This design comes from an exercise in tuning for small area on the open sky130 flow, not from production work. In this exercise RTL edits were held to simulation tests only and were not proved equivalent to the original. No activity file was given, so power comes from the tool's default toggle rates.

==> flow/design.v <==
`timescale 1ns/1ps
`default_nettype none
module cmd_regs #(
	parameter int NUM_CH = 4
) (
	input  logic                  i_sysclk,
	input  logic                  i_phy_rst_n,
	input  logic                  i_cmd_valid,
	input  logic [31:0]           i_cmd,		 
	output logic                  o_sync_on,
	output logic [NUM_CH*85-1:0]  o_cfg,
	output logic [NUM_CH-1:0]     o_pdwn,
	output logic [2:0]            o_hv
);
	localparam logic [4:0] OP_ZND_DELAY  = 5'd1;
	localparam logic [4:0] OP_PULSE_W    = 5'd2;
	localparam logic [4:0] OP_DATA_DELAY = 5'd3;
	localparam logic [4:0] OP_SMAX       = 5'd4;
	localparam logic [4:0] OP_WORDS      = 5'd5;
	localparam logic [4:0] OP_OFFSET     = 5'd6;
	localparam logic [4:0] OP_POWER      = 5'd7;
	localparam logic [4:0] OP_SYNC       = 5'd16;
	logic [4:0]  op;
	logic [1:0]  ch;
	logic [23:0] arg;
	logic [23:0] arg_m1;	 
	logic [23:0] arg_neg;	 
	logic        nz24;		 
	logic        nz8;		 
	logic        cmd_set;
	assign op      = i_cmd[30:26];
	assign ch      = i_cmd[25:24];
	assign arg     = i_cmd[23:0];
	assign cmd_set = i_cmd_valid && i_cmd[31];
	logic [24:0] brw;
	assign brw[0] = 1'b1;
	for (genvar k = 0; k < 24; k++)
	begin : g_brw
		assign brw[k+1]  = brw[k] & !arg[k];
		assign arg_m1[k] = arg[k] ^ brw[k];
	end
	assign arg_neg = ~arg_m1;
	assign nz8     = !brw[8];
	assign nz24    = !brw[24];
	always_ff @(posedge i_sysclk or negedge i_phy_rst_n)
	begin
		if (!i_phy_rst_n)
		begin
			o_pdwn    <= '0;
			o_hv      <= '0;
			o_sync_on <= 1'b0;
		end
		else if (cmd_set)
		begin
			if (op == OP_POWER)
			begin
				o_pdwn <= arg[NUM_CH-1:0];
				o_hv   <= arg[4 +: 3];
			end
			if (op == OP_SYNC)
				o_sync_on <= arg[0];
		end
	end
	for (genvar i = 0; i < NUM_CH; i++)
	begin : g_ch
		logic sel;
		assign sel = cmd_set && (ch == 2'(i));
		always_ff @(posedge i_sysclk or negedge i_phy_rst_n)
		begin
			if (!i_phy_rst_n)
			begin
				o_cfg[i*85+60] <= 1'b0;
				o_cfg[i*85+51] <= 1'b0;
				o_cfg[i*85+26] <= 1'b0;
				o_cfg[i*85+17] <= 1'b0;
				o_cfg[i*85+8]  <= 1'b0;
				o_cfg[i*85+0 +: 8] <= '0;
			end
			else if (sel)
			begin
				if (op == OP_ZND_DELAY)  o_cfg[i*85+60] <= nz24;
				if (op == OP_PULSE_W)    o_cfg[i*85+51] <= nz8;
				if (op == OP_DATA_DELAY) o_cfg[i*85+26] <= nz24;
				if (op == OP_SMAX)       o_cfg[i*85+17] <= nz8;
				if (op == OP_WORDS)      o_cfg[i*85+8]  <= nz8;
				if (op == OP_OFFSET)     o_cfg[i*85+0 +: 8] <= arg[7:0];
			end
		end
		always_ff @(posedge i_sysclk)
		begin
			if (sel)
			begin
				if (op == OP_ZND_DELAY)  o_cfg[i*85+61 +: 24] <= arg_neg;
				if (op == OP_PULSE_W)    o_cfg[i*85+52 +: 8]  <= arg_neg[7:0];
				if (op == OP_DATA_DELAY) o_cfg[i*85+27 +: 24] <= arg_neg;
				if (op == OP_SMAX)       o_cfg[i*85+18 +: 8]  <= arg_m1[7:0];
				if (op == OP_WORDS)      o_cfg[i*85+9 +: 8]   <= arg_m1[7:0];
			end
		end
	end
endmodule
`default_nettype wire
`timescale 1ns/1ps
`default_nettype none
module sync_gen #(
	parameter int SYNC_BIT = 20	 
) (
	input  logic i_sysclk,
	input  logic i_phy_rst_n,
	input  logic i_sync_on,
	output logic o_msync_n,		 
	output logic o_sync_stb		 
);
	logic [SYNC_BIT:0] cnt_q;		 
	logic              msync_d;		 
	logic [SYNC_BIT+1:0] cry;		 
	assign cry[0] = 1'b1;
	for (genvar k = 0; k <= SYNC_BIT; k++)
	begin : g_cry
		assign cry[k+1] = cry[k] & cnt_q[k];
	end
	assign o_msync_n = i_sync_on ? cnt_q[SYNC_BIT] : 1'b1;
	always_ff @(posedge i_sysclk or negedge i_phy_rst_n)
	begin
		if (!i_phy_rst_n)
		begin
			cnt_q      <= '0;
			msync_d    <= 1'b1;
			o_sync_stb <= 1'b0;
		end
		else
		begin
			cnt_q      <= cnt_q ^ cry[SYNC_BIT:0];
			msync_d    <= o_msync_n;
			o_sync_stb <= msync_d & ~o_msync_n;	 
		end
	end
endmodule
`default_nettype wire
`timescale 1ns/1ps
`default_nettype none
module znd_chan (
	input  logic        i_sysclk,
	input  logic        i_phy_rst_n,
	input  logic        i_sync_stb,
	input  logic [84:0] i_cfg,		 
	input  logic        i_pdwn,		 
	output logic        o_imp_a,
	output logic        o_imp_b_n,
	output logic        o_imp_c,
	output logic        o_imp_d_n,
	output logic        o_enz_n
);
	logic [23:0] zd_n;		 
	logic        zd_nz;
	logic [7:0]  pw_n;		 
	logic        pw_nz;
	logic        wait_q;	 
	logic        pulse_q;	 
	logic [23:0] dly_q;		 
	logic [7:0]  wid_q;		 
	logic [24:0] dly_b;		 
	logic [8:0]  wid_b;		 
	assign zd_n  = i_cfg[84:61];
	assign zd_nz = i_cfg[60];
	assign pw_n  = i_cfg[59:52];
	assign pw_nz = i_cfg[51];
	assign dly_b[0] = 1'b1;
	for (genvar k = 0; k < 24; k++)
	begin : g_dly
		assign dly_b[k+1] = dly_b[k] & dly_q[k];
	end
	assign wid_b[0] = pulse_q;
	for (genvar k = 0; k < 8; k++)
	begin : g_wid
		assign wid_b[k+1] = wid_b[k] & wid_q[k];
	end
	always_ff @(posedge i_sysclk or negedge i_phy_rst_n)
	begin
		if (!i_phy_rst_n)
		begin
			wait_q  <= 1'b0;
			pulse_q <= 1'b0;
		end
		else if (i_pdwn || (i_sync_stb && !pw_nz))
		begin
			wait_q  <= 1'b0;
			pulse_q <= 1'b0;
		end
		else if (i_sync_stb)
		begin
			wait_q  <= zd_nz;
			pulse_q <= !zd_nz;
		end
		else if (wait_q)
		begin
			if (dly_b[24])	 
			begin
				wait_q  <= 1'b0;
				pulse_q <= 1'b1;
			end
		end
		else if (wid_b[8])	 
			pulse_q <= 1'b0;
	end
	always_ff @(posedge i_sysclk)
	begin
		if (i_sync_stb)
		begin
			dly_q <= zd_n;
			wid_q <= pw_n;
		end
		else
		begin
			dly_q <= dly_q ^ dly_b[23:0];
			wid_q <= wid_q ^ wid_b[7:0];
		end
	end
	assign o_imp_a   = pulse_q;
	assign o_imp_c   = pulse_q;
	assign o_imp_b_n = !pulse_q;
	assign o_imp_d_n = !pulse_q;
	assign o_enz_n   = !pulse_q;
endmodule
`default_nettype wire
`timescale 1ns/1ps
`default_nettype none
module acq_chan (
	input  logic        i_sysclk,
	input  logic        i_phy_rst_n,
	input  logic        i_sync_stb,
	input  logic [84:0] i_cfg,		 
	input  logic        i_pdwn,
	input  logic [11:0] i_adc,		 
	output logic        o_valid,	 
	output logic [19:0] o_word,		 
	output logic        o_cmpl,		 
	output logic        o_en,
	output logic        o_doffs,
	output logic        o_soffs_n
);
	logic [23:0] dd_n;		 
	logic        dd_nz;
	logic [7:0]  sm_m1;		 
	logic        sm_nz;
	logic [7:0]  wn_m1;		 
	logic        wn_nz;
	logic [7:0]  offset;
	logic        wait_q;	 
	logic        grp_q;		 
	logic [23:0] cnt_q;
	logic [24:0] cry;		 
	logic [23:0] cry_in;	 
	logic [7:0]  pos;		 
	logic [7:0]  wnum;		 
	logic [7:0]  wnum_inc;	 
	logic [11:0] max_q;		 
	logic [11:0] grp_max;	 
	logic [7:0]  offs;		 
	logic [11:0] diff;		 
	logic        neg;		 
	logic [12:0] gt;		 
	logic        lo_b;		 
	logic [4:0]  hi_b;		 
	logic        run_ok;
	logic        last_smp;
	logic        last_word;
	logic        fire;		 
	assign dd_n   = i_cfg[50:27];
	assign dd_nz  = i_cfg[26];
	assign sm_m1  = i_cfg[25:18];
	assign sm_nz  = i_cfg[17];
	assign wn_m1  = i_cfg[16:9];
	assign wn_nz  = i_cfg[8];
	assign offset = i_cfg[7:0];
	assign pos  = cnt_q[7:0];
	assign wnum = cnt_q[15:8];
	assign cry[0] = 1'b1;
	for (genvar k = 0; k < 24; k++)
	begin : g_cry
		if (k == 8)
		begin : g_mid
			assign cry_in[k] = (cry[k] && !grp_q) || o_valid;
		end
		else
		begin : g_std
			assign cry_in[k] = cry[k];
		end
		assign cry[k+1] = cry_in[k] && cnt_q[k];
	end
	assign wnum_inc = wnum ^ cry_in[15:8];
	assign gt[0] = 1'b0;
	for (genvar k = 0; k < 12; k++)
	begin : g_gt
		assign gt[k+1] = (i_adc[k] & !max_q[k]) | (i_adc[k] & gt[k]) | (!max_q[k] & gt[k]);
	end
	assign offs = last_smp ? offset : 8'd0;
	assign {lo_b, diff[7:0]} = {1'b0, grp_max[7:0]} - {1'b0, offs};
	assign hi_b[0] = lo_b;
	for (genvar k = 0; k < 4; k++)
	begin : g_hi
		assign diff[8+k]  = grp_max[8+k] ^ hi_b[k];
		assign hi_b[k+1] = hi_b[k] & !grp_max[8+k];
	end
	assign neg = hi_b[4];
	assign run_ok    = !i_pdwn && sm_nz && wn_nz;
	assign grp_max   = (pos == '0 || gt[12]) ? i_adc : max_q;	 
	assign last_smp  = (pos == sm_m1);
	assign last_word = (wnum_inc == wn_m1);
	assign fire      = run_ok && !i_sync_stb && grp_q && last_smp;
	always_ff @(posedge i_sysclk or negedge i_phy_rst_n)
	begin
		if (!i_phy_rst_n)
		begin
			wait_q  <= 1'b0;
			grp_q   <= 1'b0;
			o_valid <= 1'b0;
			o_cmpl  <= 1'b0;
		end
		else
		begin
			o_valid <= fire;
			o_cmpl  <= fire && last_word;
			if (!run_ok)
			begin
				wait_q <= 1'b0;
				grp_q  <= 1'b0;
			end
			else if (i_sync_stb)
			begin
				wait_q <= dd_nz;
				grp_q  <= !dd_nz;
			end
			else if (wait_q)
			begin
				if (cry[24])	 
				begin
					wait_q <= 1'b0;
					grp_q  <= 1'b1;
				end
			end
			else if (fire && last_word)
				grp_q <= 1'b0;
		end
	end
	always_ff @(posedge i_sysclk)
	begin
		if (i_sync_stb)	 
			cnt_q <= {dd_n[23:16], dd_nz ? dd_n[15:0] : 16'd0};
		else
		begin
			cnt_q[23:8] <= cnt_q[23:8] ^ cry_in[23:8];
			cnt_q[7:0]  <= (grp_q && last_smp) ? 8'd0 : (cnt_q[7:0] ^ cry_in[7:0]);
		end
		max_q <= neg ? 12'd0 : diff;	 
	end
	assign o_word    = {wnum, max_q};
	assign o_en      = grp_q;
	assign o_doffs   = wait_q;
	assign o_soffs_n = !wait_q;
endmodule
`default_nettype wire
`timescale 1ns/1ps
`default_nettype none
module stick_top #(
	parameter int NUM_CH   = 4,
	parameter int SYNC_BIT = 11
) (
	input  logic                     i_sysclk,
	input  logic                     i_phy_rst_n,
	input  logic                     i_cmd_valid,
	input  logic [31:0]              i_cmd,		 
	input  logic [NUM_CH*12-1:0]     i_adc,
	output logic                     o_msync_n,
	output logic [2:0]               o_hpwon,
	output logic [NUM_CH-1:0]        o_pdwn,
	output logic [NUM_CH-1:0]        o_phase_a,
	output logic [NUM_CH-1:0]        o_phase_b_n,
	output logic [NUM_CH-1:0]        o_phase_c,
	output logic [NUM_CH-1:0]        o_phase_d_n,
	output logic [NUM_CH-1:0]        o_nenz,
	output logic [NUM_CH-1:0]        o_acq_valid,
	output logic [NUM_CH-1:0]        o_acq_cmpl,
	output logic [NUM_CH-1:0]        o_en,
	output logic [NUM_CH-1:0]        o_doffs,
	output logic [NUM_CH-1:0]        o_soffs_n,
	output logic [NUM_CH*20-1:0]     o_acq_word	 
);
	logic [NUM_CH*85-1:0] cfg;		 
	logic                 sync_on;
	logic                 sync_stb;	 
	cmd_regs #(
		.NUM_CH(NUM_CH)
	) u_cmd_regs (
		.i_sysclk    (i_sysclk),
		.i_phy_rst_n (i_phy_rst_n),
		.i_cmd_valid (i_cmd_valid),
		.i_cmd       (i_cmd),
		.o_sync_on   (sync_on),
		.o_cfg       (cfg),
		.o_pdwn      (o_pdwn),
		.o_hv        (o_hpwon)
	);
	sync_gen #(
		.SYNC_BIT(SYNC_BIT)
	) u_sync_gen (
		.i_sysclk    (i_sysclk),
		.i_phy_rst_n (i_phy_rst_n),
		.i_sync_on   (sync_on),
		.o_msync_n   (o_msync_n),
		.o_sync_stb  (sync_stb)
	);
	for (genvar g = 0; g < NUM_CH; g++)
	begin : g_ch
		znd_chan u_znd (
			.i_sysclk    (i_sysclk),
			.i_phy_rst_n (i_phy_rst_n),
			.i_sync_stb  (sync_stb),
			.i_cfg       (cfg[g*85 +: 85]),
			.i_pdwn      (o_pdwn[g]),
			.o_imp_a     (o_phase_a[g]),
			.o_imp_b_n   (o_phase_b_n[g]),
			.o_imp_c     (o_phase_c[g]),
			.o_imp_d_n   (o_phase_d_n[g]),
			.o_enz_n     (o_nenz[g])
		);
		acq_chan u_acq (
			.i_sysclk    (i_sysclk),
			.i_phy_rst_n (i_phy_rst_n),
			.i_sync_stb  (sync_stb),
			.i_cfg       (cfg[g*85 +: 85]),
			.i_pdwn      (o_pdwn[g]),
			.i_adc       (i_adc[g*12 +: 12]),
			.o_valid     (o_acq_valid[g]),
			.o_word      (o_acq_word[g*20 +: 20]),
			.o_cmpl      (o_acq_cmpl[g]),
			.o_en        (o_en[g]),
			.o_doffs     (o_doffs[g]),
			.o_soffs_n   (o_soffs_n[g])
		);
	end
endmodule
`default_nettype wire
==> flow/run.sh <==
#!/bin/bash
# synth_recipe.tcl (not shown) runs the flow's synth.tcl, then flattens the netlist and writes it again
# the make line also repeats each setting of config.mk as NAME=value (left out here)
make -C /OpenROAD-flow-scripts/flow DESIGN_CONFIG=/design/flow/config.mk WORK_HOME=/design/flow/orfs CLKGATE_MAP_FILE= SYNTH_SCRIPT=/design/flow/synth_recipe.tcl finish
==> flow/config.mk <==
export PLATFORM = sky130hd
export DESIGN_NAME = stick_top
export DESIGN_NICKNAME = stick_top
export VERILOG_FILES = /design/flow/design.v
export SDC_FILE = /design/flow/constraint.sdc
export NUM_CORES = 4
export LEC_CHECK = 0
export CAP_MARGIN = 20
export CORE_MARGIN = 2
export CORE_UTILIZATION = 65
export CTS_CLUSTER_DIAMETER = 60
export CTS_CLUSTER_SIZE = 25
export PLACE_DENSITY = 0.75
export SLEW_MARGIN = 20
==> flow/constraint.sdc <==
create_clock -name core_clock -period 6.0 [get_ports {i_sysclk}]
set_input_delay 1.2000 -clock core_clock [delete_from_list [all_inputs] [get_ports {i_sysclk}]]
set_output_delay 1.2000 -clock core_clock [all_outputs]
set_load 0.01 [all_outputs]
==> impl_metrics.ini, run 1 <==
[floorplanning]
dieArea_um2 = 45200
start_util = 0.657
pin_count = 211
placement_rows = 76
fp.dieH_um = 213
core_area_um2 = 43100
die_w_um = 213

[critical_path]
cp-end-kind = flop
r2r_cells = 26
crit_path_max_fanout = 8
setup.worst_path.end = g_ch[3].u_acq.max_q[7]
critPathLaunchType = primary input
path_class = primary input to flop
crit_path_start = i_adc[40]
rr_endpoint = g_ch[0].u_znd.pulse_q
crit_required_ns = 6.46
regToRegStartpoint = g_ch[0].u_znd.dly_q[0]
arrival_ns = 6.21
reg2reg_slack_ns = 0.28

[layout]
multi_input_area_um2 = 10600
fillCellCount = 2814
diodes = 0
nNetsFinal = 2712
postLayoutCellArea_um2 = 32500
area_growth_pct = 14.6
final_util = 0.753
seq_area_um2 = 16600
drive_gt1_frac = 0.168

[grt]
grt_antenna_before_repair = 0
grt_pass1_wl_mm = 94.3
grt_pass1_vias = 16900
grt_max_degree = 126
gr-total-overflow = 0
grtUsageTotal = 0.279

[timing]
fmax_mhz = 174
min_period_over_period = 0.957
hold_viol_final = 0
max_slew_margin = 0.382
fin_crit_ns = 5.74
setup_viol = 0
slew_violations = 0
finalSetupTns_ns = 0
skew_ns = 0.0308
tightestPinTransition_ns = 0.924

[flow_run]
cap_viol_max_count = 0

[route]
detail_route.iter0.violations = 1422
wl_per_cell_um = 21.0
ant_nets = 0
route.met3.wl_mm = 4.21
num_vias = 16900
totalWireLength_mm = 61.7
met2_length_mm = 29.3
viasPerCell = 5.75
drc = 0
top_layer = met4
wl_met1_mm = 26.7
drt_first_pass_iters = 5

[placed_design]
placed_area_um2 = 31000
port_buffers = 210
dp.final_hpwl_mm = 43.1
gp_congestion = 0.836

[min_path]
holdCritStartpoint = u_cmd_regs.o_cfg[41]
min_path_type = flop to flop

[yosys]
yosysSeqAreaShare = 0.584
synth_seq_cells = 658
synth-async-reset-ratio = 0.149
synth_cell_types = 65
ys_warn_count = 4
synthFlopType = edfxtp_1
syn_area_um2 = 28300
postSynthAreaPerCell_um2 = 13.4
netlist_instances = 2120
synth_nets = 2508
synth-edff-count = 288

[pwr]
max-vdd-ir-drop_mv = 0.349
leakagePower_nw = 13.7
pwr_density_cell_nw_per_um2 = 409

[outcome]
status = no timing/DRC/antenna violations

[cts]
cts_sinks = 658
insertion_delay_ns = 0.59
cts_buffers = 40
clk_transition_reported_paths_ns = 0.09
cts_max_path_buffers = 3
htreeDepth = 2
cts_hold_buf = 0
cts_root_buf = clkbuf_16
cts_tree = built
-- cell usage in the layout (no fill, tap or decap), types with 72 or more instances in the layout --
| cell | n |
|---|---|
| mux2_2 | 209 |
| dfrtp_1 | 96 |
| inv_1 | 130 |
| edfxtp_1 | 288 |
| ha_1 | 295 |
| nand2_1 | 91 |
| dfxtp_1 | 272 |
| buf_4 | 72 |
| clkdlybuf4s50_1 | 207 |
| nor2_1 | 113 |
-- kinds of logic (layout without fill, tap and decap cells) --
family	Yosys count	in the layout	share of synthesized area
buffers and inverters	252	486	0.0440
AO/OA/AOI/OAI	234	234	0.0558
flip-flops	658	658	0.584
multiplexers	230	230	0.0915
adder cells (fa/ha/maj)	317	317	0.140
AND/OR/NAND/NOR	344	344	0.0577
XOR/XNOR	85	85	0.0263
-- report_power, final --
group	internal [W]	switching, W	leakage, nW
Clock	0.00140	0.00159	0.656
Sequential	0.00556	0.000496	6.20
Combinational	0.00236	0.00186	6.89
Total	0.00932	0.00395	13.7
-- per-layer routing --
metal	up-vias	GRT usage
met5	-	0
met4	0	0.0784
met3	90	0.0425
met2	547	0.454
met1	8362	0.393
li1	7887	-
-- final cells by class --
type	instances	share of cell area
clock inverters	24	0.00779
repair buffers	284	0.0830
clock buffers	48	0.0340
flip-flops and latches	658	0.510
inverters	130	0.0150
well taps	585	0.0226
multi-input cells	1210	0.328
-- critical path: stages --
cell and delay (ns):
clkdlybuf4s50_1 0.43, nand2b_1 0.17, maj3_1 0.36, maj3_1 0.37, o21ai_1 0.15, o21ai_0 0.16, a211oi_1 0.33, a21oi_1 0.12
nor2_1 0.14, buf_4 0.16, mux2_1 0.33, ha_1 0.31, nor2b_2 0.16, o21ai_0 0.15, nand2b_1 0.09, a21o_1 0.18
a21o_1 0.19, a21o_1 0.18, a21oi_1 0.17, ha_1 0.17, ha_1 0.15, ha_1 0.14, ha_1 0.18, buf_4 0.16
nor2_1 0.05
-- flip-flops by register name, summed over array words and instances (netlist names) --
register	cells
u_sync_gen.cnt_q	12
g_ch.u_znd.wid_q	32
u_cmd_regs.o_hv	3
u_sync_gen.o_sync_stb	1
u_sync_gen.msync_d	1
g_ch.u_znd.pulse_q	4
u_cmd_regs.o_sync_on	1
g_ch.u_acq.max_q	48
g_ch.u_znd.wait_q	4
u_cmd_regs.o_pdwn	4
g_ch.u_acq.grp_q	4
g_ch.u_acq.wait_q	4
g_ch.u_acq.o_valid	4
u_cmd_regs.o_cfg	340
g_ch.u_znd.dly_q	96
g_ch.u_acq.cnt_q	96
g_ch.u_acq.o_cmpl	4
-- Yosys cell counts (all sizes together) (24+ instances only) --
master / number / area [um2]
dfrtp: 97 / 2430
clkbuf: 37 / 140
mux2: 216 / 2450
ha: 301 / 3770
buf: 85 / 617
a21oi: 54 / 270
inv: 130 / 488
o21ai: 59 / 299
xnor2: 48 / 420
xor2: 37 / 324
edfxtp: 288 / 8650
nand2: 91 / 342
nand2b: 26 / 163
dfxtp: 272 / 5450
a22o: 42 / 368
nor2b: 24 / 158
nor2: 121 / 454
-- per-stage QoR --
stage                     setup slack, ns  power, W  cells  hold WS (ns)
final                               0.257    0.0133   2939         0.443
after global routing             -0.00951    0.0141   2939         0.468
after CTS                          0.0269    0.0133   2937         0.452
after detailed placement           -0.832    0.0103   2865         0.430
after global placement             -0.806    0.0100   2865         0.413
after floorplan                     0.209   0.00887   2120         0.401
-- worst min path at each step --
stage                              end  slack [ns]  depth (start not counted)
3_3_place_gp       u_sync_gen.cnt_q[0]        0.41                          1
6_report       g_ch[0].u_acq.cnt_q[14]        0.44                          2
2_1_floorplan      u_sync_gen.cnt_q[0]        0.40                          1
3_5_place_dp    g_ch[3].u_acq.cnt_q[9]        0.43                          2
4_1_cts         g_ch[3].u_acq.cnt_q[9]        0.45                          2
5_1_grt            u_sync_gen.cnt_q[0]        0.47                          1
-- timing repair --
| action | 4_1_cts | 5_1_grt |
|---|---|---|
| gates resized for setup | 4 | 17 |
| endpoints found under the setup margin | 34 | 49 |
| setup buffers | 0 | 2 |
| pin swaps | 0 | 5 |
==> run 2, diff against run 1 <==
==> flow/flow/run.sh (new file) <==
#!/bin/bash
# The standard layout, with each port buffered by the smallest buffer
# (sky130_fd_sc_hd__buf_1) in place of the delay buffer buffer_ports picks
# on its own. make's full output goes to finish.log in this folder; the tools'
# own logs are under orfs/logs/.
set -euo pipefail
bash standard.sh finish "BUFFER_PORTS_ARGS=-buffer_cell sky130_fd_sc_hd__buf_1" > finish.log 2>&1
==> flow/standard.sh (new file) <==
#!/bin/bash
# synth_recipe.tcl (not shown) runs the flow's synth.tcl, then flattens the netlist and writes it again
# the make line also repeats each setting of config.mk as NAME=value (left out here)
make -C /OpenROAD-flow-scripts/flow DESIGN_CONFIG=/design/flow/config.mk WORK_HOME=/design/flow/orfs CLKGATE_MAP_FILE= SYNTH_SCRIPT=/design/flow/synth_recipe.tcl "${@:-finish}"
--- a/flow/config.mk
+++ b/flow/config.mk
@@ -9,6 +9,6 @@
 export CORE_MARGIN = 2
 export CORE_UTILIZATION = 65
-export CTS_CLUSTER_DIAMETER = 60
-export CTS_CLUSTER_SIZE = 25
+export CTS_CLUSTER_DIAMETER = 45
+export CTS_CLUSTER_SIZE = 35
 export PLACE_DENSITY = 0.75
 export SLEW_MARGIN = 20
removed: flow/run.sh
==> impl_metrics.ini, run 2 <==
[timing]
whs_ns = 0.438
fin_crit_ns = 5.68
skew_ns = 0.0303
max_slew_margin = 0.340
min_period_over_period = 0.946
tightestPinTransition_ns = 0.987
rsz0062_at_grt = no
fmax_mhz = 176
setup_viol = 0
slew_violations = 0
hold_viol_final = 0

[critical_path]
crit_required_ns = 6.35
cp-end-kind = flop
crit_path_max_fanout = 8
path_class = primary input to flop
regToRegStartpoint = g_ch[0].u_znd.dly_q[0]
crit_path_start = i_cmd[0]
arrival_ns = 6.03
critPathLaunchType = primary input

[layout]
layout_common_cells = ha_1, edfxtp_1, dfxtp_1
fillCellCount = 2842
top_register = u_cmd_regs.o_cfg
fin_cells = 2947
nNetsFinal = 2697
area_growth_pct = 11.6
final_common_cell = ha_1
drive_gt1_frac = 0.167
largest_register_ffs = 340
reg_top3 = u_cmd_regs.o_cfg (340), g_ch.u_acq.cnt_q (96), g_ch.u_znd.dly_q (96)

[grt]
grt_pass1_wl_mm = 92.0
gr-total-overflow = 0
use_met2 = 0.438
met1_usage = 0.375
grt_antenna_before_repair = 0
grt_pass1_vias = 16900
grt_busiest_layer = met2
use_met3 = 0.0478
grtUsageTotal = 0.271
grt_max_degree = 81

[route]
viasPerCell = 5.73
ant_nets = 0
totalWireLength_mm = 60.0
drc = 0
wl_per_cell_um = 20.4
detail_route.iter0.violations = 1452
num_vias = 16900
drt_first_pass_iters = 5

[cts]
cts_buffers = 60
htreeDepth = 2
cts_root_buf = clkbuf_16
cts_tree = built
cts_sinks = 658
insertion_delay_ns = 0.64
clk_transition_reported_paths_ns = 0.08
cts_hold_buf = 0
cts_max_path_buffers = 3

[yosys]
postSynthAreaPerCell_um2 = 13.4
synth_area_leader_cell = edfxtp_1
netlist.area_leader.share = 0.305
netlist_instances = 2120
synthAdderAreaFrac = 0.140
ys_warn_count = 4
synth_nets = 2508
synth_seq_cells = 658
synth-xor-area-share = 0.0263
syn_area_um2 = 28300
yosysMostFrequentCell = ha_1
synth-async-reset-ratio = 0.149
synth_top_family_by_area = adder cells
ys_top_cells_by_count = ha_1, edfxtp_1, dfxtp_1
synth-edff-count = 288
synth_cell_types = 65
synth_compound_area_frac = 0.0558
synth_simple_gate_area_share = 0.0577
synthFlopType = edfxtp_1
synthMuxAreaShare = 0.0915
synth.top_cells.by_area = edfxtp_1, dfxtp_1, ha_1
yosysSeqAreaShare = 0.584

[pwr]
max-vdd-ir-drop_mv = 0.478
leakagePower_nw = 13.4
pwr_density_cell_nw_per_um2 = 439

[placed_design]
dp.final_hpwl_mm = 41.0
port_buffers = 210
placedCellCount = 2832
gp_congestion = 0.867

[min_path]
holdCritStartpoint = u_sync_gen.cnt_q[0]
min_path_type = flop to flop

[floorplanning]
die_w_um = 213
fp.dieH_um = 213
core_area_um2 = 43100
pin_count = 211
dieArea_um2 = 45200
placement_rows = 76
start_util = 0.657

[flow_run]
cap_viol_max_count = 0

[outcome]
status = no timing/DRC/antenna violations
==> run 2: cell count changes in the layout (fill, tap and decap cells not counted), sizes merged, moves of 3 or more <==
cell and change:
bufinv +3, clkbuf +17, clkdlybuf4s50 -207, buf +172, clkinv +12, inv +13
==> run 2: repair_timing <==
action,4_1_cts,5_1_grt
setup buffers,0,0
gates resized for setup,0,4
setup endpoints to repair,0,26
==> run 2: logic make-up after synthesis <==
group / Yosys count
AO/OA/AOI/OAI: 234
XOR/XNOR: 85
adder cells (fa/ha/maj): 317
buffers and inverters: 252
flip-flops: 658
multiplexers: 230
AND/OR/NAND/NOR: 344
==> run 2: layout make-up <==
cell class,instances,area (um2),area share
multi-input cells,1210,10600,0.334
repair buffers,249,1090,0.0345
well taps,585,732,0.0232
diodes,1,2.50,0.0000792
clock inverters,51,638,0.0202
flip-flops and latches,658,16600,0.524
inverters,130,488,0.0154
clock buffers,63,1540,0.0488
==> run 2: final timing paths <==
check                                   endpoint  slack (ns)  cells past startpoint
max in group asynchronous  g_ch[2].u_acq.o_valid        4.46                      2
min in group asynchronous    u_sync_gen.cnt_q[1]        0.47                      1
min                          u_sync_gen.cnt_q[0]        0.44                      1
min reg2reg                  u_sync_gen.cnt_q[0]        0.44                      1
max reg2reg                g_ch[0].u_znd.pulse_q        0.38                     26
max                         u_cmd_regs.o_cfg[84]        0.32                     25
==> run 2: report_power, final <==
part           internal (W)  total, W  switching [W]
logic               0.00193   0.00373        0.00180
clock network       0.00215   0.00409        0.00194
registers           0.00557   0.00605       0.000485
total               0.00965    0.0139        0.00422
==> run 2: routing by layer <==
metal / wire (um) / vias to the layer above
met5: 0 / -
met4: 1670 / 0
met3: 4420 / 108
met2: 28000 / 576
met1: 25900 / 8286
li1: - / 7903
==> run 2: through the flow <==
| step | setup WS (ns) | util | cell area [um2] | TNS, ns | total power [W] |
|---|---|---|---|---|---|
| CTS | 0.125 | 0.733 | 31600 | 0 | 0.0140 |
| global placement | -0.448 | 0.683 | 29400 | -9.86 | 0.00957 |
| detailed placement | -0.442 | 0.683 | 29400 | -12.26 | 0.00984 |
| finish | 0.322 | 0.734 | 31600 | 0 | 0.0139 |
| global route | 0.0499 | 0.734 | 31600 | 0 | 0.0147 |
| floorplan | 0.209 | - | 28300 | 0 | 0.00887 |
==> run 2: worst max-delay path, cell delays in order <==
cell	delay, ns
clkbuf_2	0.17
inv_1	0.08
ha_1	0.20
ha_1	0.19
ha_1	0.18
ha_1	0.18
ha_1	0.18
ha_1	0.19
ha_1	0.25
ha_1	0.21
ha_1	0.18
ha_1	0.22
ha_1	0.20
ha_1	0.18
ha_1	0.18
ha_1	0.18
ha_1	0.18
ha_1	0.19
ha_1	0.21
ha_1	0.19
ha_1	0.18
ha_1	0.19
ha_1	0.19
ha_1	0.20
ha_2	0.32
==> run 3, diff against run 2 <==
--- a/flow/config.mk
+++ b/flow/config.mk
@@ -8,7 +8,6 @@
 export CAP_MARGIN = 20
 export CORE_MARGIN = 2
-export CORE_UTILIZATION = 65
-export CTS_CLUSTER_DIAMETER = 45
-export CTS_CLUSTER_SIZE = 35
-export PLACE_DENSITY = 0.75
+export CORE_UTILIZATION = 40
+export CTS_CLUSTER_DIAMETER = 70
+export CTS_CLUSTER_SIZE = 30
 export SLEW_MARGIN = 20
==> impl_metrics.ini, run 3 <==
[layout]
layout_common_cells = ha_1, edfxtp_1, dfxtp_1
nNetsFinal = 2680
top_register = u_cmd_regs.o_cfg
seq_area_um2 = 16600
final_util = 0.448
reg_top3 = u_cmd_regs.o_cfg (340), g_ch.u_acq.cnt_q (96), g_ch.u_znd.dly_q (96)
fillCellCount = 6268
drive_gt1_frac = 0.150
final_common_cell = ha_1
area_growth_pct = 10.7
multi_input_area_um2 = 10600
largest_register_ffs = 340

[min_path]
hold_depth = 1
holdCritStartpoint = u_sync_gen.cnt_q[0]
hold_end = u_sync_gen.cnt_q[0]
min_path_type = flop to flop

[floorplanning]
die_w_um = 270
core_area_um2 = 70000
dieArea_um2 = 72900
start_util = 0.404
pin_count = 211
placement_rows = 97
fp.dieH_um = 270

[timing]
fin_crit_ns = 5.74
finalSetupTns_ns = 0
setup_viol = 0
rsz0062_at_grt = no
max_slew_margin = 0.323
fmax_mhz = 174
tightestPinTransition_ns = 1.01
min_period_over_period = 0.956
skew_ns = 0.0305
slew_violations = 0
whs_ns = 0.427
hold_viol_final = 0

[critical_path]
cp_common_cell = ha_1
cpPeakStageDelay_ns = 0.39
reg2reg_slack_ns = 0.40
path_class = primary input to flop
critPathSlowestCell = ha_1
r2r_cells = 26
crit_required_ns = 6.31
rr_endpoint = g_ch[0].u_znd.pulse_q
regToRegStartpoint = g_ch[0].u_znd.dly_q[0]
arrival_ns = 6.05
crit_path_max_fanout = 8
critPathLaunchType = primary input
cp-end-kind = flop

[yosys]
synth-edff-count = 288
synth_nets = 2508
synth-async-reset-ratio = 0.149
netlist_instances = 2120
synth_cell_types = 65
yosysSeqAreaShare = 0.584
postSynthAreaPerCell_um2 = 13.4
netlist.area_leader.share = 0.305
ys_warn_count = 4
synth_seq_cells = 658
yosysMostFrequentCell = ha_1
synth_area_leader_cell = edfxtp_1
synthFlopType = edfxtp_1
synth.top_cells.by_area = edfxtp_1, dfxtp_1, ha_1
syn_area_um2 = 28300
ys_top_cells_by_count = ha_1, edfxtp_1, dfxtp_1

[grt]
grt_antenna_before_repair = 3
grtUsageTotal = 0.174
grt_max_degree = 84
grt_pass1_vias = 16500
gr-total-overflow = 0
grt_pass1_wl_mm = 97.8

[placed_design]
dp.final_hpwl_mm = 46.0
port_buffers = 210
gp_congestion = 0.848

[cts]
cts_tree = built
clk_transition_reported_paths_ns = 0.11
htreeDepth = 2
insertion_delay_ns = 0.60
cts_max_path_buffers = 3
cts_root_buf = clkbuf_16
cts_buffers = 39
cts_sinks = 658

[pwr]
max-vdd-ir-drop_mv = 0.214
pwr_density_cell_nw_per_um2 = 410
leakagePower_nw = 13.1

[route]
viasPerCell = 5.05
num_vias = 16500
ant_nets = 0
drc = 0
totalWireLength_mm = 63.9
drt_first_pass_iters = 7
detail_route.iter0.violations = 816
wl_per_cell_um = 19.6

[outcome]
status = no timing/DRC/antenna violations

[flow_run]
cap_viol_max_count = 0
[run 3: cell count changes in the layout (fill, tap and decap cells not counted), sizes merged]
cell      before  now
inv          157  142
clkinvlp       2    1
clkinv        19   11
clkbuf        65   46
buf          247  252
bufinv         3    1
[run 3: cells by family after synthesis]
kind of cell / synth area share
mux: 0.0915
fa+ha+maj: 0.140
xor+xnor: 0.0263
flops: 0.584
compound gates: 0.0558
simple gates: 0.0577
buf+inv: 0.0440
[run 3: power breakdown]
part           switching, W  internal [W]  total (W)
clock               0.00167       0.00144    0.00312
sequential         0.000490       0.00556    0.00605
combinational       0.00175       0.00192    0.00367
[run 3: routing by layer]
| metal | vias to the layer above | GRT usage | part of all wire |
|---|---|---|---|
| li1 | 7836 | - | - |
| met5 | - | 0 | 0 |
| met3 | 66 | 0.0224 | 0.040 |
| met1 | 8272 | 0.237 | 0.46 |
| met2 | 298 | 0.295 | 0.48 |
| met4 | 0 | 0.0420 | 0.018 |
[run 3: per-stage QoR]
stage	setup WS (ns)	power, W	area (um2)	cells
6_report	0.262	0.0128	31400	3262
3_3_place_gp	-0.334	0.00963	29900	3191
3_5_place_dp	-0.358	0.00988	29900	3191
2_1_floorplan	0.209	0.00887	28300	2120
4_1_cts	0.260	0.0130	31300	3261
5_1_grt	0.0175	0.0137	31400	3262
[run 3: timing repair]
| item | 4_1_cts | 5_1_grt |
|---|---|---|
| setup buffers | 0 | 0 |
| hold buffers | 0 | 0 |
| resized for setup | 0 | 1 |
| endpoints found under the setup margin | 0 | 12 |
[run 3: final cells by class]
| cell class | count | area share |
|---|---|---|
| Inverter | 130 | 0.0156 |
| Multi-Input combinational cell | 1210 | 0.337 |
| Sequential cell | 658 | 0.528 |
| Timing Repair Buffer | 253 | 0.0364 |
| Clock buffer | 45 | 0.0342 |
| Clock inverter | 25 | 0.0117 |
| Antenna cell | 1 | 0.0000798 |
| Tap cell | 940 | 0.0375 |
[run 3: worst max-delay path by stage]
stage             start                     end
6_report       i_cmd[0]    u_cmd_regs.o_cfg[84]
5_1_grt        i_adc[0]  g_ch[0].u_acq.max_q[3]
3_3_place_gp   i_cmd[0]   u_cmd_regs.o_cfg[169]
3_5_place_dp   i_cmd[0]   u_cmd_regs.o_cfg[169]
4_1_cts        i_cmd[0]   u_cmd_regs.o_cfg[339]
2_1_floorplan  i_adc[0]  g_ch[0].u_acq.max_q[2]
[run 3: worst max-delay path: cells and delay by family]
kind	cells	cell delay (ns)
adder cells (fa/ha/maj)	23	4.56
buffers and inverters	3	0.28
==> run 4, diff against run 3 <==
--- a/flow/config.mk
+++ b/flow/config.mk
@@ -9,5 +9,5 @@
 export CORE_MARGIN = 2
 export CORE_UTILIZATION = 40
-export CTS_CLUSTER_DIAMETER = 70
-export CTS_CLUSTER_SIZE = 30
+export CTS_CLUSTER_DIAMETER = 60
+export CTS_CLUSTER_SIZE = 25
 export SLEW_MARGIN = 20
==> impl_metrics.ini, run 4 <==
[grt]
gr-total-overflow = 0
grtUsageTotal = 0.175
grt_max_degree = 84
grt_pass1_wl_mm = 98.5
grt_pass1_vias = 16700
grt_antenna_before_repair = 2

[placed_design]
dp.final_hpwl_mm = 46.0
placed_area_um2 = 29900
placedCellCount = 3191
port_buffers = 210
dp_slack_ns = -0.358
gp_congestion = 0.848

[layout]
drive_gt1_frac = 0.154
nNetsFinal = 2687
reg_top3 = u_cmd_regs.o_cfg (340), g_ch.u_acq.cnt_q (96), g_ch.u_znd.dly_q (96)
largest_register_ffs = 340
final_common_cell = ha_1
layout_common_cells = ha_1, edfxtp_1, dfxtp_1
area_growth_pct = 11.5
postLayoutCellArea_um2 = 31600
final_util = 0.451
top_register = u_cmd_regs.o_cfg
fillCellCount = 6270
fin_cells = 3279

[cts]
cts_root_buf = clkbuf_16
cts_buffers = 46
insertion_delay_ns = 0.61
clk_transition_reported_paths_ns = 0.09
cts_tree = built
cts_max_path_buffers = 3
cts_hold_buf = 0
cts_sinks = 658
htreeDepth = 2

[pwr]
seq_power_share = 0.461
pwr-share-clk = 0.259
swShare = 0.303
p_int_w = 0.00915
pwr_density_cell_nw_per_um2 = 416
power_switching_w = 0.00398
combPwrFrac = 0.280
max-vdd-ir-drop_mv = 0.178
leakagePower_nw = 13.2

[yosys]
yosysSeqAreaShare = 0.584
synth_seq_cells = 658
synth_area_leader_cell = edfxtp_1
synthAdderAreaFrac = 0.140
synthMuxAreaShare = 0.0915
yosysMostFrequentCell = ha_1
synth_simple_gate_area_share = 0.0577
synth_top_family_by_area = adder cells
synth-async-reset-ratio = 0.149
synth_cell_types = 65
synthFlopType = edfxtp_1
postSynthAreaPerCell_um2 = 13.4
synth-xor-area-share = 0.0263
synth-edff-count = 288
ys_top_cells_by_count = ha_1, edfxtp_1, dfxtp_1
netlist.area_leader.share = 0.305
synth_nets = 2508
ys_warn_count = 4
synth.top_cells.by_area = edfxtp_1, dfxtp_1, ha_1
netlist_instances = 2120
synth_compound_area_frac = 0.0558
syn_area_um2 = 28300

[timing]
skew_ns = 0.0276
hold_viol_final = 0
max_slew_margin = 0.327
slew_violations = 0
fmax_mhz = 174
fin_crit_ns = 5.74
rsz0062_at_grt = no
setup_slack_ns = 0.260
tightestPinTransition_ns = 1.01
setup_viol = 0
min_period_over_period = 0.957

[route]
ant_nets = 0
num_vias = 16500
drc = 0
drt_first_pass_iters = 5
top_layer = met4
wl_met1_mm = 29.5
wl_per_cell_um = 19.6
viasPerCell = 5.02
met2_length_mm = 31.1
route.met3.wl_mm = 2.62
totalWireLength_mm = 64.3
detail_route.iter0.violations = 885

[min_path]
hold_depth = 1
min_path_type = flop to flop
hold_end = u_sync_gen.cnt_q[0]
holdCritStartpoint = u_sync_gen.cnt_q[0]

[outcome]
status = no timing/DRC/antenna violations

[critical_path]
regToRegStartpoint = g_ch[0].u_znd.dly_q[0]
rr_endpoint = g_ch[0].u_znd.pulse_q
cp-end-kind = flop
r2r_cells = 26
path_class = primary input to flop
arrival_ns = 6.05
crit_path_max_fanout = 8
critPathLaunchType = primary input
reg2reg_slack_ns = 0.38
crit_required_ns = 6.31

[floorplanning]
pin_count = 211
core_area_um2 = 70000
placement_rows = 97
fp.dieH_um = 270
dieArea_um2 = 72900
start_util = 0.404
die_w_um = 270

[flow_run]
cap_viol_max_count = 0
==> run 4: cell counts after synthesis <==
Identical to the previous run, type by type.
==> run 4: logic make-up after synthesis <==
kind of cell	Yosys count
flops	658
simple gates	344
fa+ha+maj	317
buf+inv	252
compound gates	234
mux	230
xor+xnor	85
==> run 4: final cells by class <==
| cell class | instances | area (um2) | area share |
|---|---|---|---|
| inverter | 130 | 488 | 0.0155 |
| sequential | 658 | 16600 | 0.524 |
| clock buffer | 57 | 1290 | 0.0408 |
| multi-input combinational | 1210 | 10600 | 0.334 |
| tap | 940 | 1180 | 0.0373 |
| clock inverter | 29 | 358 | 0.0113 |
| antenna | 2 | 5.00 | 0.000159 |
| timing repair buffer | 253 | 1140 | 0.0361 |
==> run 4: layer usage <==
metal | up-vias | GRT usage
met5 | - | 0
met4 | 0 | 0.0355
li1 | 7853 | -
met2 | 292 | 0.298
met1 | 8262 | 0.237
met3 | 68 | 0.0276
==> run 4: how the worst max path moves through the flow <==
stage               startpoint                endpoint  slack, ns  depth (start not counted)
floorplan             i_adc[0]  g_ch[0].u_acq.max_q[2]       0.21                         26
global placement      i_cmd[0]   u_cmd_regs.o_cfg[169]      -0.33                         26
detailed placement    i_cmd[0]   u_cmd_regs.o_cfg[169]      -0.36                         26
CTS                   i_cmd[0]   u_cmd_regs.o_cfg[339]       0.25                         26
global route          i_adc[0]  g_ch[0].u_acq.max_q[3]      0.005                         26
finish                i_cmd[0]   u_cmd_regs.o_cfg[220]       0.26                         26
==> run 4: metrics by stage <==
step / TNS (ns) / power (W) / hold slack, ns
final: 0 / 0.0131 / 0.427
after global routing: 0 / 0.0140 / 0.447
after CTS: 0 / 0.0133 / 0.429
after detailed placement: -10.26 / 0.00988 / 0.418
after global placement: -6.00 / 0.00963 / 0.413
after floorplan: 0 / 0.00887 / 0.401
==> run 4: repair_timing <==
item / in CTS / in global routing
endpoints found under the setup margin: 0 / 12
resized for setup: 0 / 1
buffers inserted: 0 / 0
==> run 4: worst max-delay path, cell delays in order <==
cell and delay, ns:
buf_1 0.07, buf_4 0.14, inv_1 0.07, ha_1 0.19, ha_1 0.17, ha_1 0.18
ha_1 0.18, ha_1 0.18, ha_1 0.18, ha_1 0.23, ha_1 0.26, ha_1 0.20
ha_1 0.18, ha_1 0.18, ha_1 0.18, ha_1 0.18, ha_1 0.18, ha_1 0.18
ha_1 0.18, ha_1 0.18, ha_1 0.18, ha_1 0.19, ha_1 0.19, ha_1 0.20
ha_1 0.19, ha_1 0.39
==> run 4: power groups by stage <==
stage	logic, W	clock network (W)	registers [W]
after floorplan	0.00279	0	0.00608
after global placement	0.00351	0	0.00612
after detailed placement	0.00371	0	0.00617
after CTS	0.00374	0.00348	0.00607
after global routing	0.00421	0.00365	0.00616
final	0.00368	0.00340	0.00606
==> run 5, diff against run 4 <==
--- a/flow/config.mk
+++ b/flow/config.mk
@@ -11,3 +11,5 @@
 export CTS_CLUSTER_DIAMETER = 60
 export CTS_CLUSTER_SIZE = 25
+export GPL_ROUTABILITY_DRIVEN = 0
+export GPL_TIMING_DRIVEN = 0
 export SLEW_MARGIN = 20
==> impl_metrics.ini, run 5 <==
[yosys]
yosysSeqAreaShare = 0.584
ys_warn_count = 4
synthMuxAreaShare = 0.0915
postSynthAreaPerCell_um2 = 13.4
ys_top_cells_by_count = ha_1, edfxtp_1, dfxtp_1
synth_area_leader_cell = edfxtp_1
synth-xor-area-share = 0.0263
synth_top_family_by_area = adder cells
synth.top_cells.by_area = edfxtp_1, dfxtp_1, ha_1
synth_cell_types = 65
synth_compound_area_frac = 0.0558
synth_nets = 2508
synth-edff-count = 288
netlist_instances = 2120
syn_area_um2 = 28300
netlist.area_leader.share = 0.305
synthAdderAreaFrac = 0.140
synthFlopType = edfxtp_1
synth-async-reset-ratio = 0.149
synth_simple_gate_area_share = 0.0577
yosysMostFrequentCell = ha_1
synth_seq_cells = 658

[grt]
grt_max_degree = 31
gr-total-overflow = 0
grt_pass1_wl_mm = 101
grt_antenna_before_repair = 4
grtUsageTotal = 0.181
grt_pass1_vias = 17100

[pwr]
swShare = 0.310
leakagePower_nw = 13.5
p_int_w = 0.00903
power_switching_w = 0.00405
combPwrFrac = 0.291
max-vdd-ir-drop_mv = 0.225
total_power_w = 0.0131
pwr-share-clk = 0.246
pwr_density_cell_nw_per_um2 = 406
seq_power_share = 0.462

[timing]
fmax_mhz = 175
tightestPinTransition_ns = 1.07
min_period_over_period = 0.953
setup_viol = 0
slew_violations = 0
skew_ns = 0.0260
fin_crit_ns = 5.72
setup_slack_ns = 0.283
whs_ns = 0.426
max_slew_margin = 0.286
hold_viol_final = 0

[flow_run]
cap_viol_max_count = 0

[layout]
largest_register_ffs = 340
top_register = u_cmd_regs.o_cfg
nNetsFinal = 2773
layout_common_cells = ha_1, edfxtp_1, dfxtp_1
final_common_cell = ha_1
drive_gt1_frac = 0.174
area_growth_pct = 13.8
reg_top3 = u_cmd_regs.o_cfg (340), g_ch.u_acq.cnt_q (96), g_ch.u_znd.dly_q (96)

[route]
totalWireLength_mm = 66.5
drc = 0
ant_nets = 0
viasPerCell = 5.06
wl_per_cell_um = 19.8
drt_first_pass_iters = 5
num_vias = 17000
detail_route.iter0.violations = 933

[critical_path]
critPathSlowestCell = ha_1
path_class = primary input to flop
crit_required_ns = 6.50
cpPeakStageDelay_ns = 0.26
crit_path_max_fanout = 19
cp_common_cell = ha_1
critPathLaunchType = primary input
arrival_ns = 6.21
cp-end-kind = flop

[cts]
cts_tree = built
cts_root_buf = clkbuf_16
insertion_delay_ns = 0.60
cts_sinks = 658
clk_transition_reported_paths_ns = 0.09
cts_max_path_buffers = 3
cts_buffers = 42
htreeDepth = 2

[floorplanning]
dieArea_um2 = 72900
core_area_um2 = 70000
fp.dieH_um = 270
placement_rows = 97
start_util = 0.404
pin_count = 211
die_w_um = 270

[placed_design]
port_buffers = 210
dp_slack_ns = -1.53
dp.final_hpwl_mm = 47.8

[outcome]
status = no timing/DRC/antenna violations

[min_path]
min_path_type = flop to flop
## run 5: cell types whose count changed in the layout (fill, tap and decap cells not counted), moves of 3 or more
cell | previous run | this run
buf_16 | 0 | 5
ha_1 | 301 | 298
buf_4 | 41 | 80
nor2_4 | 2 | 8
nor2_2 | 6 | 1
buf_1 | 209 | 212
clkbuf_2 | 0 | 3
a2111oi_4 | 0 | 3
clkbuf_8 | 3 | 0
clkbuf_16 | 49 | 46
clkbuf_1 | 5 | 39
## run 5: layout make-up
class,instances,area (um2)
inverter,130,492
sequential,658,16500
fill,6194,37800
multi-input combinational,1210,10700
timing repair buffer,222,1040
antenna,3,7.51
tap,940,1180
buffer,121,766
clock inverter,25,330
clock buffer,53,1180
## run 5: final timing paths
kind                                        startpoint                     to  slack (ns)  cells past startpoint
worst min register to register     u_sync_gen.cnt_q[0]    u_sync_gen.cnt_q[0]        0.43                      1
max in group asynchronous                  i_phy_rst_n   g_ch[2].u_acq.o_cmpl        4.57                      3
worst max register to register  g_ch[0].u_znd.dly_q[0]  g_ch[0].u_znd.pulse_q        0.42                     26
min in group asynchronous                  i_phy_rst_n   g_ch[0].u_acq.o_cmpl        0.63                      1
worst min-delay path               u_sync_gen.cnt_q[0]    u_sync_gen.cnt_q[0]        0.43                      1
worst max-delay path                          i_cmd[0]  u_cmd_regs.o_cfg[315]        0.28                     26
## run 5: power groups by stage
stage | Clock [W] | Sequential (W) | Combinational, W
3_3_place_gp | 0 | 0.00611 | 0.00355
2_1_floorplan | 0 | 0.00608 | 0.00279
4_1_cts | 0.00330 | 0.00605 | 0.00380
6_report | 0.00322 | 0.00605 | 0.00381
5_1_grt | 0.00345 | 0.00615 | 0.00436
3_5_place_dp | 0 | 0.00615 | 0.00377
## run 5: cells by family after synthesis
| group | after synthesis |
|---|---|
| muxes | 230 |
| DFF | 658 |
| AOI/OAI and AO/OA | 234 |
| adders and majority gates | 317 |
| and+or+nand+nor | 344 |
| buffers and inverters | 252 |
| xor gates and xnor gates | 85 |
## run 5: critical path, delay by kind of cell
kind / cells / cell delay [ns]
buffers and inverters: 2 / 0.37
AO/OA/AOI/OAI: 1 / 0.25
adder cells (fa/ha/maj): 23 / 4.38
## run 5: timing repair
action | CTS | global route
resized for setup | 9 | 29
setup endpoints to repair | 60 | 64
buffers inserted | 1 | 1
pin swaps | 1 | 4
hold endpoints to repair | 0 | 0
hold buffers | 0 | 0
## run 5: through the flow
step | cells | cell area [um2] | util | setup TNS [ns]
floorplan | 2120 | 28300 | - | 0
global placement | 3270 | 30300 | 0.432 | -230.72
detailed placement | 3280 | 30600 | 0.437 | -91.68
CTS | 3358 | 32100 | 0.459 | 0
global route | 3360 | 32200 | 0.460 | -0.138
finish | 3362 | 32200 | 0.460 | 0
## run 5: metal layers
metal	global-route usage	up-vias	share of wire
met3	0.0253	96	0.045
met5	0	-	0
met4	0.0487	0	0.023
met1	0.247	8533	0.46
li1	-	8041	-
met2	0.303	355	0.48
==> run 6, diff against run 5 <==
--- a/flow/config.mk
+++ b/flow/config.mk
@@ -9,7 +9,6 @@
 export CORE_MARGIN = 2
 export CORE_UTILIZATION = 40
+export CTS_BUF_LIST = sky130_fd_sc_hd__clkbuf_8
 export CTS_CLUSTER_DIAMETER = 60
-export CTS_CLUSTER_SIZE = 25
-export GPL_ROUTABILITY_DRIVEN = 0
-export GPL_TIMING_DRIVEN = 0
+export CTS_CLUSTER_SIZE = 18
 export SLEW_MARGIN = 20
==> impl_metrics.ini, run 6 <==
[outcome]
status = no timing/DRC/antenna violations

[yosys]
synth_area_leader_cell = edfxtp_1
netlist_instances = 2120
synth.top_cells.by_area = edfxtp_1, dfxtp_1, ha_1
synth_nets = 2508
ys_warn_count = 4
synth-async-reset-ratio = 0.149
postSynthAreaPerCell_um2 = 13.4
synthMuxAreaShare = 0.0915
syn_area_um2 = 28300
synth_simple_gate_area_share = 0.0577
synthAdderAreaFrac = 0.140
netlist.area_leader.share = 0.305
synth_cell_types = 65
yosysSeqAreaShare = 0.584
synth_compound_area_frac = 0.0558
synthFlopType = edfxtp_1
synth-edff-count = 288
yosysMostFrequentCell = ha_1
synth_top_family_by_area = adder cells
synth_seq_cells = 658
ys_top_cells_by_count = ha_1, edfxtp_1, dfxtp_1
synth-xor-area-share = 0.0263

[critical_path]
path_class = primary input to flop
crit_path_max_fanout = 8
crit_required_ns = 6.38
cp-end-kind = flop
critPathLaunchType = primary input
arrival_ns = 6.05

[grt]
grt_pass1_vias = 16700
grt_pass1_wl_mm = 98.2
grtUsageTotal = 0.175
gr-total-overflow = 0
grt_max_degree = 84
grt_antenna_before_repair = 3

[timing]
min_period_over_period = 0.945
fin_crit_ns = 5.67
fmax_mhz = 176
tightestPinTransition_ns = 1.00
max_slew_margin = 0.328
hold_viol_final = 0
setup_viol = 0
slew_violations = 0
rsz0062_at_grt = no
skew_ns = 0.0581

[floorplanning]
dieArea_um2 = 72900
fp.dieH_um = 270
placement_rows = 97
die_w_um = 270
start_util = 0.404
core_area_um2 = 70000
pin_count = 211

[pwr]
max-vdd-ir-drop_mv = 0.175
power_switching_w = 0.00376
pwr-share-clk = 0.209
p_int_w = 0.00854
swShare = 0.306
leakagePower_nw = 13.0
pwr_density_cell_nw_per_um2 = 397
combPwrFrac = 0.299
seq_power_share = 0.492

[route]
ant_nets = 0
totalWireLength_mm = 64.2
wl_per_cell_um = 19.5
detail_route.iter0.violations = 778
drt_first_pass_iters = 5
drc = 0
viasPerCell = 5.03
num_vias = 16500

[flow_run]
cap_viol_max_count = 0

[cts]
clk_transition_reported_paths_ns = 0.11
cts_sinks = 658
cts_max_path_buffers = 3
cts_root_buf = clkbuf_8
cts_buffers = 49
cts_hold_buf = 0
post_cts_buffers = 0
insertion_delay_ns = 0.68
cts_tree = built
htreeDepth = 2

[layout]
largest_register_ffs = 340
seq_area_um2 = 16600
drive_gt1_frac = 0.151
final_util = 0.443
multi_input_area_um2 = 10600
final_common_cell = ha_1
nNetsFinal = 2690
top_register = u_cmd_regs.o_cfg
area_growth_pct = 9.47
reg_top3 = u_cmd_regs.o_cfg (340), g_ch.u_acq.cnt_q (96), g_ch.u_znd.dly_q (96)
fillCellCount = 6337
postLayoutCellArea_um2 = 31000
layout_common_cells = ha_1, edfxtp_1, dfxtp_1

[placed_design]
dp.final_hpwl_mm = 46.0
port_buffers = 210
gp_congestion = 0.848
placed_area_um2 = 29900

[min_path]
min_path_type = flop to flop
run 6: cell counts after synthesis:
No cell type changed its count.
run 6: kinds of logic (layout without fill, tap and decap cells):
family | count (synthesis) | in the layout
xor gates and xnor gates | 85 | 85
muxes | 230 | 230
and+or+nand+nor | 344 | 344
other | 0 | 3
adders and majority gates | 317 | 317
buffers and inverters | 252 | 475
AOI/OAI and AO/OA | 234 | 234
DFF | 658 | 658
run 6: per-stage QoR:
stage	worst slack (ns)	power [W]	instances	setup TNS (ns)	hold WS (ns)
2_1_floorplan	0.209	0.00887	2120	0	0.401
3_3_place_gp	-0.334	0.00963	3191	-6.00	0.413
3_5_place_dp	-0.358	0.00988	3191	-10.26	0.418
4_1_cts	0.336	0.0125	3283	0	0.432
5_1_grt	0.0680	0.0132	3285	0	0.451
6_report	0.331	0.0123	3286	0	0.429
run 6: final cells by class:
cell class / count / area share
antenna: 3 / 0.000242
sequential: 658 / 0.534
clock buffer: 51 / 0.0226
clock inverter: 41 / 0.0122
timing repair buffer: 253 / 0.0368
multi-input combinational: 1210 / 0.340
tap: 940 / 0.0379
inverter: 130 / 0.0157
run 6: critical path: stages:
cell	delay, ns
buf_1	0.07
buf_4	0.14
inv_1	0.07
ha_1	0.19
ha_1	0.17
ha_1	0.18
ha_1	0.18
ha_1	0.18
ha_1	0.18
ha_1	0.23
ha_1	0.26
ha_1	0.20
ha_1	0.18
ha_1	0.18
ha_1	0.18
ha_1	0.18
ha_1	0.18
ha_1	0.18
ha_1	0.18
ha_1	0.18
ha_1	0.18
ha_1	0.19
ha_1	0.18
ha_1	0.20
ha_1	0.19
ha_1	0.38
run 6: power groups by stage:
stage / combinational (W) / sequential [W] / clock (W)
6_report: 0.00367 / 0.00605 / 0.00258
5_1_grt: 0.00421 / 0.00615 / 0.00282
4_1_cts: 0.00373 / 0.00606 / 0.00268
3_5_place_dp: 0.00371 / 0.00617 / 0
3_3_place_gp: 0.00351 / 0.00612 / 0
2_1_floorplan: 0.00279 / 0.00608 / 0
run 6: what timing repair did:
item                       4_1_cts  5_1_grt
resized for setup                0        1
hold endpoints to repair         0        0
setup endpoints to repair        0        6
run 6: final timing paths:
path	from	end	slack (ns)	cells past startpoint
max reg2reg	g_ch[0].u_znd.dly_q[0]	g_ch[0].u_znd.pulse_q	0.42	26
max	i_cmd[0]	u_cmd_regs.o_cfg[254]	0.33	26
min in group asynchronous	i_phy_rst_n	u_sync_gen.cnt_q[11]	0.59	1
max in group asynchronous	i_phy_rst_n	g_ch[2].u_acq.grp_q	4.19	2
min	u_sync_gen.cnt_q[0]	u_sync_gen.cnt_q[0]	0.43	1
min reg2reg	u_sync_gen.cnt_q[0]	u_sync_gen.cnt_q[0]	0.43	1
run 6: per-layer routing:
metal	vias up	share of wire	global-route usage
li1	7848	-	-
met1	8262	0.45	0.235
met2	332	0.48	0.293
met3	78	0.046	0.0277
met4	0	0.023	0.0509
met5	-	0	0
==> run 7, diff against run 6 <==
--- a/flow/config.mk
+++ b/flow/config.mk
@@ -11,4 +11,4 @@
 export CTS_BUF_LIST = sky130_fd_sc_hd__clkbuf_8
 export CTS_CLUSTER_DIAMETER = 60
-export CTS_CLUSTER_SIZE = 18
+export CTS_CLUSTER_SIZE = 16
 export SLEW_MARGIN = 20
==> impl_metrics.ini, run 7 <==
[grt]
met1_usage = 0.234
use_met3 = 0.0322
use_met2 = 0.293
grt_antenna_before_repair = 4
grt_max_degree = 84
grt_pass1_wl_mm = 97.9
grt_busiest_layer = met2
grtUsageTotal = 0.175
gr-total-overflow = 0
grt_pass1_vias = 16700

[layout]
top_register = u_cmd_regs.o_cfg
final_common_cell = ha_1
layout_common_cells = ha_1, edfxtp_1, dfxtp_1
fin_cells = 3289
nNetsFinal = 2692
reg_top3 = u_cmd_regs.o_cfg (340), g_ch.u_acq.cnt_q (96), g_ch.u_znd.dly_q (96)
drive_gt1_frac = 0.149
area_growth_pct = 9.42
final_util = 0.442
largest_register_ffs = 340

[cts]
cts_root_buf = clkbuf_8
cts_sinks = 658
htreeDepth = 2
post_cts_buffers = 0
cts_buffers = 51
cts_tree = built
cts_max_path_buffers = 3
insertion_delay_ns = 0.67
clk_transition_reported_paths_ns = 0.10

[pwr]
pwr_density_cell_nw_per_um2 = 395
max-vdd-ir-drop_mv = 0.173
total_power_w = 0.0122
leakagePower_nw = 13.0

[critical_path]
path_class = primary input to flop
crit_required_ns = 6.37
critPathLaunchType = primary input
arrival_ns = 6.04
crit_path_max_fanout = 8
cp-end-kind = flop

[yosys]
postSynthAreaPerCell_um2 = 13.4
synth_area_leader_cell = edfxtp_1
netlist.area_leader.share = 0.305
netlist_instances = 2120
yosysSeqAreaShare = 0.584
ys_warn_count = 4
ys_top_cells_by_count = ha_1, edfxtp_1, dfxtp_1
synth-async-reset-ratio = 0.149
yosysMostFrequentCell = ha_1
syn_area_um2 = 28300
synth_seq_cells = 658
synth_cell_types = 65
synth-edff-count = 288
synthFlopType = edfxtp_1
synth_nets = 2508
synth.top_cells.by_area = edfxtp_1, dfxtp_1, ha_1

[timing]
fmax_mhz = 176
setup_viol = 0
rsz0062_at_grt = no
min_period_over_period = 0.945
skew_ns = 0.0428
fin_crit_ns = 5.67
hold_viol_final = 0
tightestPinTransition_ns = 1.02
whs_ns = 0.429
max_slew_margin = 0.316
slew_violations = 0

[route]
detail_route.iter0.violations = 829
wl_per_cell_um = 19.5
ant_nets = 0
drc = 0
num_vias = 16500
viasPerCell = 5.01
drt_first_pass_iters = 5
totalWireLength_mm = 64.1

[outcome]
status = no timing/DRC/antenna violations

[floorplanning]
placement_rows = 97
core_area_um2 = 70000
start_util = 0.404
die_w_um = 270
fp.dieH_um = 270
pin_count = 211
dieArea_um2 = 72900

[placed_design]
dp.final_hpwl_mm = 46.0
placedCellCount = 3191
gp_congestion = 0.848
port_buffers = 210

[flow_run]
cap_viol_max_count = 0

[min_path]
min_path_type = flop to flop
## run 7: final cells by class
cell class                      instances  area (um2)
Multi-Input combinational cell       1210       10600
Fill cell                            6311       39000
Clock buffer                           59         812
Clock inverter                         36         254
Sequential cell                       658       16600
Antenna cell                            3        7.51
Timing Repair Buffer                  253        1140
Tap cell                              940        1180
Inverter                              130         488
## run 7: cells by family after synthesis
kind of cell               synth area share
AOI/OAI and AO/OA                    0.0558
xor gates and xnor gates             0.0263
adders and majority gates             0.140
buffers and inverters                0.0440
DFF                                   0.584
muxes                                0.0915
and+or+nand+nor                      0.0577
## run 7: power by group
part | switching, W | internal [W]
logic | 0.00175 | 0.00192
clock network | 0.00147 | 0.00105
registers | 0.000491 | 0.00556
## run 7: worst max-delay path: stages
cell and delay [ns]:
buf_1 0.07, buf_4 0.14, inv_1 0.07, ha_1 0.19
ha_1 0.17, ha_1 0.18, ha_1 0.18, ha_1 0.18
ha_1 0.18, ha_1 0.23, ha_1 0.25, ha_1 0.20
ha_1 0.18, ha_1 0.18, ha_1 0.18, ha_1 0.18
ha_1 0.18, ha_1 0.18, ha_1 0.18, ha_1 0.18
ha_1 0.18, ha_1 0.19, ha_1 0.18, ha_1 0.20
ha_1 0.19, ha_1 0.38
## run 7: path summary, 6_finish.rpt
kind	from	endpoint	slack, ns	cells past startpoint
worst max register to register	g_ch[0].u_znd.dly_q[0]	g_ch[0].u_znd.pulse_q	0.39	26
worst min register to register	u_sync_gen.cnt_q[0]	u_sync_gen.cnt_q[0]	0.43	1
worst min-delay path	u_sync_gen.cnt_q[0]	u_sync_gen.cnt_q[0]	0.43	1
worst max-delay path	i_cmd[0]	u_cmd_regs.o_cfg[339]	0.33	26
max in group asynchronous	i_phy_rst_n	g_ch[2].u_acq.wait_q	4.20	2
min in group asynchronous	i_phy_rst_n	u_sync_gen.cnt_q[11]	0.60	1
## run 7: through the flow
stage	worst slack (ns)	TNS, ns	instance area (um2)
after CTS	0.340	0	31000
after global placement	-0.334	-6.00	29900
after floorplan	0.209	0	28300
final	0.330	0	31000
after detailed placement	-0.358	-10.26	29900
after global routing	0.0404	0	31000
## run 7: per-layer routing
| metal | part of all wire | vias to the layer above |
|---|---|---|
| li1 | - | 7857 |
| met1 | 0.45 | 8234 |
| met2 | 0.48 | 320 |
| met3 | 0.048 | 74 |
| met4 | 0.019 | 0 |
| met5 | 0 | - |
## run 7: what timing repair did
action | CTS | global route
endpoints found under the hold margin | 0 | 0
gates resized for setup | 0 | 1
hold buffers | 0 | 0
endpoints found under the setup margin | 0 | 1

-- what the ideal ports hide --
The flow's constraints put no driver on any port. The routed layouts listed below were extracted and timed again, unchanged, in two steps.
Step 1 assumes that a clkbuf_16 drives the clock port and a buf_2 every other input.
Step 2 also shifts input and output timing later by t, the mid clock arrival at the registers, as if the neighbouring blocks saw the same clock.
a / b / c = no drivers / after step 1 / after step 2; a / b = the first two.
| run | shift t [ns] | setup slack, ns | worst hold slack (ns) | worst slew at a driven data input, ns | cell pins on the clock port's net |
|---|---|---|---|---|---|
| run 1 | 0.633 | 0.257 / 0.277 / -0.341 | 0.443 / 0.443 / 0.443 | 0.06 | 1 |
| run 2 | 0.684 | 0.322 / 0.353 / -0.332 | 0.438 / 0.438 / 0.438 | 0.06 | 1 |
| run 3 | 0.641 | 0.262 / 0.295 / -0.346 | 0.427 / 0.427 / 0.427 | 0.07 | 1 |
| run 4 | 0.652 | 0.260 / 0.287 / -0.365 | 0.427 / 0.427 / 0.427 | 0.06 | 1 |
| run 5 | 0.649 | 0.283 / 0.296 / -0.353 | 0.426 / 0.426 / 0.426 | 0.07 | 1 |
| run 6 | 0.711 | 0.331 / 0.360 / -0.351 | 0.429 / 0.429 / 0.429 | 0.07 | 1 |
| run 7 | 0.712 | 0.330 / 0.357 / -0.355 | 0.429 / 0.429 / 0.429 | 0.07 | 1 |
Met with ideal ports but missed after step 2: setup timing in every run listed. For run 7, which loses most, drivers alone change the setup slack by +0.027 ns; drivers and shift together by -0.685 ns.
